This is an optimization exercise on Yosys and OpenROAD, whose aim is small area, a short achievable clock period and few clock cycles, not a production implementation.
The RTL was checked by simulation tests, not by an equivalence proof against the original design.
Power is estimated from default activity; no workload was simulated.

## flow/design.v (module list and top-level ports; edited modules follow where they fit)
// module ssd_div6: 54 lines
// module ssd_sumsq: 610 lines
// module ssd_sqrt_row: 21 lines
// module step_spike_detector: 233 lines
module step_spike_detector #(
    parameter logic [12:0] SQRT_CUT = 13'b1_0100_1001_0000
) (
    input  logic        i_clk,
    input  logic        i_rst_n,
    input  logic        i_in_valid,
    output logic        o_in_ready,
    input  logic        i_in_operation,
    input  logic [12:0] i_in_accel_x,
    input  logic [12:0] i_in_accel_y,
    input  logic [12:0] i_in_accel_z,
    output logic        o_out_valid,
    input  logic        i_out_ready,
    output logic        o_out_step_detected,
    output logic [12:0] o_out_current_magnitude,
    output logic [12:0] o_out_baseline_magnitude,
    input  logic        i_cfg_we,
    input  logic [0:0]  i_cfg_idx,
    input  logic [12:0] i_cfg_data
);
  // ...
==> flow/run.sh <==
#!/bin/bash
# synth_recipe.tcl (not shown) runs the flow's synth.tcl, then flattens the netlist and writes it again
# the make line also repeats each setting of config.mk as NAME=value (left out here)
make -C /OpenROAD-flow-scripts/flow DESIGN_CONFIG=/design/flow/config.mk WORK_HOME=/design/flow/orfs CLKGATE_MAP_FILE= SYNTH_SCRIPT=/design/flow/synth_recipe.tcl finish
==> flow/config.mk <==
export PLATFORM = sky130hd
export DESIGN_NAME = step_spike_detector
export DESIGN_NICKNAME = step_spike_detector
export VERILOG_FILES = /design/flow/design.v
export SDC_FILE = /design/flow/constraint.sdc
export NUM_CORES = 4
export LEC_CHECK = 0
export CAP_MARGIN = 20
export CORE_MARGIN = 2
export CORE_UTILIZATION = 40
export SETUP_SLACK_MARGIN = 5
export SLEW_MARGIN = 20
==> flow/constraint.sdc <==
create_clock -name core_clock -period 10.0 [get_ports {i_clk}]
set_input_delay 2.0000 -clock core_clock [delete_from_list [all_inputs] [get_ports {i_clk}]]
set_output_delay 2.0000 -clock core_clock [all_outputs]
set_load 0.01 [all_outputs]
==> notes.md, run 1 <==
The run finished with no timing, DRC or antenna violations. The path with the worst hold slack has its endpoint at r_win[17][11]. The final number of max-transition violations came out at 0. Of the total synthesized cell area, the portion taken by full adders, half adders and majority gates is 18.45%. The normalized max-slew margin is 30.12%. met2 is the most crowded layer. The post-synthesis mux area share is 2.018%. Port buffering added 87 buffers. The top cell types in the final layout, fill and taps aside, are 715 x sky130_fd_sc_hd__edfxtp_1, 409 x sky130_fd_sc_hd__inv_1, 373 x sky130_fd_sc_hd__nand2_1.

Summing the sequential cell areas from Yosys gives a little over half of the chip area. Walking the worst path, the cells encountered are buf_4 > and2_4 > ha_1 > xnor2_2 > fa_1 > fa_2 > inv_2 > fa_1 > fa_1 > fa_1 > ha_4 > a211oi_2 > nand2_2 > a31oi_2 > a31o_2 > o211ai_1 > o41a_1 > a211o_1 > xor2_1. The time the worst path needs with I/O delays and setup came out at 5961 ps. The maximum buffer depth of the clock tree came out at 3. The detailed router used layers up to and including met4. The compound-cell area share of the yosys netlist is 8.696%. The most used flip-flop cell after synthesis is sky130_fd_sc_hd__edfxtp_1. The number of flops mapped to enable cells by yosys came out at approximately 720. The summed negative setup slack over all endpoints came out at 0 ps.

Counting flops and latches in the post-synthesis netlist gives 826. Once placement completed, the tool counted placed cells totaling 5255. The biggest power consumer among the groups is combinational logic. At the end of the flow, the number of nets in the layout was 4638.

The total wirelength of the detailed-routed design is 89560 um. The routability congestion estimate from global placement is ~0.84. In the synthesized netlist, the cells that appear most often are 715 x sky130_fd_sc_hd__edfxtp_1, 420 x sky130_fd_sc_hd__inv_1, 388 x sky130_fd_sc_hd__nand2_1. Along the worst hold path, the cell count comes to 0. In the post-synthesis netlist, the cell with the most instances is sky130_fd_sc_hd__edfxtp_1.

The floorplan row count is 123.
Testbench counts, summed over its fixed seeds: cycles 8,388.
==> inputs of run 2 (changes only) <==
--- a/flow/config.mk
+++ b/flow/config.mk
@@ -8,5 +8,4 @@
 export CAP_MARGIN = 20
 export CORE_MARGIN = 2
 export CORE_UTILIZATION = 40
-export SETUP_SLACK_MARGIN = 5
 export SLEW_MARGIN = 20
==> notes.md, run 2 <==
The run finished with no timing, DRC or antenna violations. The count of instances resized after the clock tree is built came out at 0. The critical path endpoint is g_row[7].g_reg.r_rem[7]. The placement-stage cell area came out at 0.04756 mm^2. STA classifies the critical path startpoint as a flop. The number of flip-flops under the largest register name is 234. The cell sitting at the root of the clock tree is a sky130_fd_sc_hd__clkbuf_16. The post-synth design cell area came out at 0.04506 mm^2. The worst clock skew came out at 27.93 ps. Tracing the worst setup path back leads to its startpoint at g_row[4].g_reg.r_root[0]. The area added between synthesis and finish is 12.08%. The worst-case reg-to-reg path depth came out at 25. The final number of max-transition violations came out at 0 (unchanged). STA classifies the critical path endpoint as a flop. After synthesis, the cell types taking the most area are sky130_fd_sc_hd__edfxtp_1 48%, sky130_fd_sc_hd__fa_1 10%, sky130_fd_sc_hd__ha_1 8.5%, sky130_fd_sc_hd__dfxtp_1 4.9%, sky130_fd_sc_hd__inv_1 3.5%. The highest clock frequency the design can meet is approximately 0.15 GHz.

In the final layout, the registers with the most flip-flops are r_win: 234 flops, r_mwin: 208 flops, r_sum: 45 flops. The number of setup buffers added after CTS is 0. The width of the chip came out at around 340 um.

The clock insertion delay at the later pin of the skew report came out at 670 ps. The summed negative setup slack over all endpoints is 0 ps (unchanged). The floorplan row count came to 123 (unchanged).

The number of remaining DRC errors came out at 0. The transition at the pin with the smallest max-transition slack is 1052 ps. The count of inserted antenna diode cells came out at 0. The first-pass detailed-route iteration total came out at 5.

In the synthesized netlist the dominant register cell turns out to be sky130_fd_sc_hd__edfxtp_1. TritonCTS created 89 clock buffers. The share of cells above drive strength 1 is 5.842%. The max-cap check violation count is 0. The synthesized instance count is 3756. The number of nets with antenna violations after routing came out at 0. The TritonCTS clock tree is built. The total half-perimeter wirelength after legalization and detailed placement came out at roughly 60000 um. Leaving out fill and tap cells, the most frequent cells in the layout are 715 x sky130_fd_sc_hd__edfxtp_1, 419 x sky130_fd_sc_hd__inv_1, 388 x sky130_fd_sc_hd__nand2_1.

The number of nets in the synthesized netlist is between 4000 and 5000. The maximum buffer depth of the clock tree is 3 (unchanged). The leakage power total is ~0.02 uW.

In this run the most critical hold path is launched from r_mwin[13][12]. The final number of hold-violating endpoints came out at 0. The total power density per cell area came out at 327.5 mW/mm^2. The number of global-route vias before repair is 26270. The setup slack of the most critical reg-to-reg path came out at 3370 ps. The number of antenna violations at the first check in global routing came to 0. Ranked by flip-flop count, first place goes to r_win. The ratio of routed vias to standard cells came out at 4.871.

The number of clock sinks seen by CTS is 826. The floorplan step defined a die boundary enclosing 0.1154 mm^2. After synthesis, the netlist uses between 70 and 80 different library cells. Along the worst path, the maximum fanout reaches 13. The synthesized flop and latch total is 826 (unchanged). The time the worst path needs with I/O delays and setup was 6630 ps (+669.7 ps).

Summed over all layers, the global routing overflow is 0. Dividing the detail-routed wire length by the instance count gives 15.21 um. The maximum vdd ir drop is 0.0003630 V.

The vertical die dimension is around 340 um. The clock input transition at the sequential cells of the worst setup and hold paths is 60 ps. The normalized max-slew margin came out at 29.84% (-0.28 points). The type of the most critical hold path is reg2reg. The initial core utilization came out at approximately two fifths.

The number of buffers inserted by hold repair at cts came out at 0. The core box area came out at 0.1122 mm^2. The cell count after placement came to 5255 (unchanged). The startpoint of the most critical register-to-register path is g_row[4].g_reg.r_root[0]. Yosys printed 30 warnings. The routability congestion estimate from global placement came out at 0.8342 (-1.0%). The final cell count without fillers is 5420. Global routing used between 10% and 20% of the available tracks. After routing the design area is 0.05051 mm^2. Of all cell types, the one taking the most synthesized area is sky130_fd_sc_hd__edfxtp_1. The fraction of registers with async set/reset is 0%. Data on the critical path arrives at its endpoint at just over 7000 ps. The count of port buffers added during placement came out at 87 (unchanged). STA puts the critical path data required time at between 10000 and 15000 ps. The worst hold slack after final layout came out at 404.9 ps. The total wirelength of the detailed-routed design was 82440 um (-8.0%). The sequential share of the synthesized area came out at 52.58% (unchanged). The top-area cell type share of the netlist area is 47.64%.

The number of nets in the finished design came out at 4435 (-4.4%). The global-route wire length before repair is 135300 um. The number of flops mapped to enable cells by yosys came to 715 (unchanged). Setup repair after global routing left no endpoint under its margin. Yosys instantiated no cell more often than sky130_fd_sc_hd__edfxtp_1. The worst register-to-register path ends at g_row[7].g_reg.r_rem[7].

The DRC violation total after the first TritonRoute iteration is 1371. The final critical path takes up about two thirds of the cycle. The final number of setup-violating endpoints is 0. The commonest cells after synthesis are 715 x sky130_fd_sc_hd__edfxtp_1, 420 x sky130_fd_sc_hd__inv_1, 388 x sky130_fd_sc_hd__nand2_1. The total via count in the routed design is 26400.

The post-synthesis area per instance is 12.00 um^2. Leaving out fill and tap cells, the most frequent cell in the layout is sky130_fd_sc_hd__edfxtp_1. Pin placement for this block handled 88 I/O pins.

Entering global routing, the biggest net connects 183 pins. The type of the worst setup path is reg2reg. Power comes to between 15000 and 20000 uW.

The number of H-tree levels came out at 3.
## run 2: cell families (layout without fill, tap and decap cells)
group           count (synthesis)  count (layout)  synth area share, %
compound gates                635             635                8.696
buf+inv                       526             690                4.398
flops                         826             826                52.58
simple gates                  967             967                10.23
xor+xnor                      187             187                3.634
mux                            85              85                2.018
fa+ha+maj                     530             530                18.45
## run 2: area by class of cell
cell class,instances,area [um^2]
fillers,10190,61680
flip-flops and latches,826,23690
multi-input cells,2404,19390
clock buffers,113,2440
well taps,1500,1877
inverters,426,1625
repair buffers,99,977.2
clock inverters,52,503.0
## run 2: metal layers
metal	global-route usage (%)	vias to the layer above	wire length, um
met5	0	-	0
met4	4.757	0	2299
met3	2.184	140	2452
met2	24.47	307	39710
met1	18.76	12780	37970
li1	-	13170	-
## run 2: worst min path at each step
stage | depth (start not counted) | slack (ps) | endpoint
after global routing | 0 | 410 | r_mwin[3][3]
after floorplan | 0 | 400 | g_row[10].g_reg.r_e
final | 0 | 400 | r_mwin[14][12]
after CTS | 0 | 400 | r_e2
after global placement | 0 | 400 | r_win[10][10]
after detailed placement | 0 | 400 | g_row[4].g_reg.r_qq[6]
## run 2: worst max-delay path: stages (launching register included)
cell,delay (ps)
sky130_fd_sc_hd__edfxtp_1,380
sky130_fd_sc_hd__inv_1,140
sky130_fd_sc_hd__ha_1,280
sky130_fd_sc_hd__nor2b_1,140
sky130_fd_sc_hd__o21a_1,180
sky130_fd_sc_hd__o21a_1,200
sky130_fd_sc_hd__o21a_1,190
sky130_fd_sc_hd__o21ai_1,200
sky130_fd_sc_hd__nand2_1,160
sky130_fd_sc_hd__inv_2,230
sky130_fd_sc_hd__nand2_1,80
sky130_fd_sc_hd__o31ai_1,100
sky130_fd_sc_hd__ha_1,340
sky130_fd_sc_hd__a21o_1,180
sky130_fd_sc_hd__a21o_1,180
sky130_fd_sc_hd__a31oi_1,300
sky130_fd_sc_hd__nand2_1,410
sky130_fd_sc_hd__nand2_1,180
sky130_fd_sc_hd__xor2_1,230
sky130_fd_sc_hd__ha_1,260
sky130_fd_sc_hd__nand2_1,120
sky130_fd_sc_hd__a2111oi_0,500
sky130_fd_sc_hd__nor3b_1,150
sky130_fd_sc_hd__or3_1,390
sky130_fd_sc_hd__nand3_1,440
sky130_fd_sc_hd__mux2_2,410
## run 2: power by group
group | total, uW | internal [uW] | leakage [uW] | switching (uW)
logic | 8330 | 3740 | 0.0107 | 4590
clock network | 3260 | 1900 | 0.00143 | 1370
registers | 4950 | 4550 | 0.00792 | 401
## run 2: per-stage QoR
stage               setup slack [ps]  util (%)
global route                    2842     45.02
global placement                3457     42.39
detailed placement              3339     42.39
floorplan                       1495         -
CTS                             3331     45.02
finish                          3370     45.02

separate check: timing with driven ports:
Ports are ideal in the flow. The routed layouts listed here were re-timed in OpenROAD. Step 1 sets driving cells, clkbuf_16 on the clock port and buf_2 on the other inputs (assumed; they add their load-dependent delay and slew). Step 2 times the ports against the registers' clock, not the clock port: input delays grow and output delays shrink by t, the midpoint of the rising clock arrivals with the driver on. a / b / c = ideal / step 1 / step 2; a / b = the first two.
| run | t (ns) | setup WS [ns] | worst slew at a driven data input, ns |
|---|---|---|---|
| run 1 | 0.722 | 4.039 / 4.039 / 4.039 | 0.04 |
| run 2 | 0.722 | 3.370 / 3.370 / 3.370 | 0.05 |
After both steps every run listed still meets setup and hold.
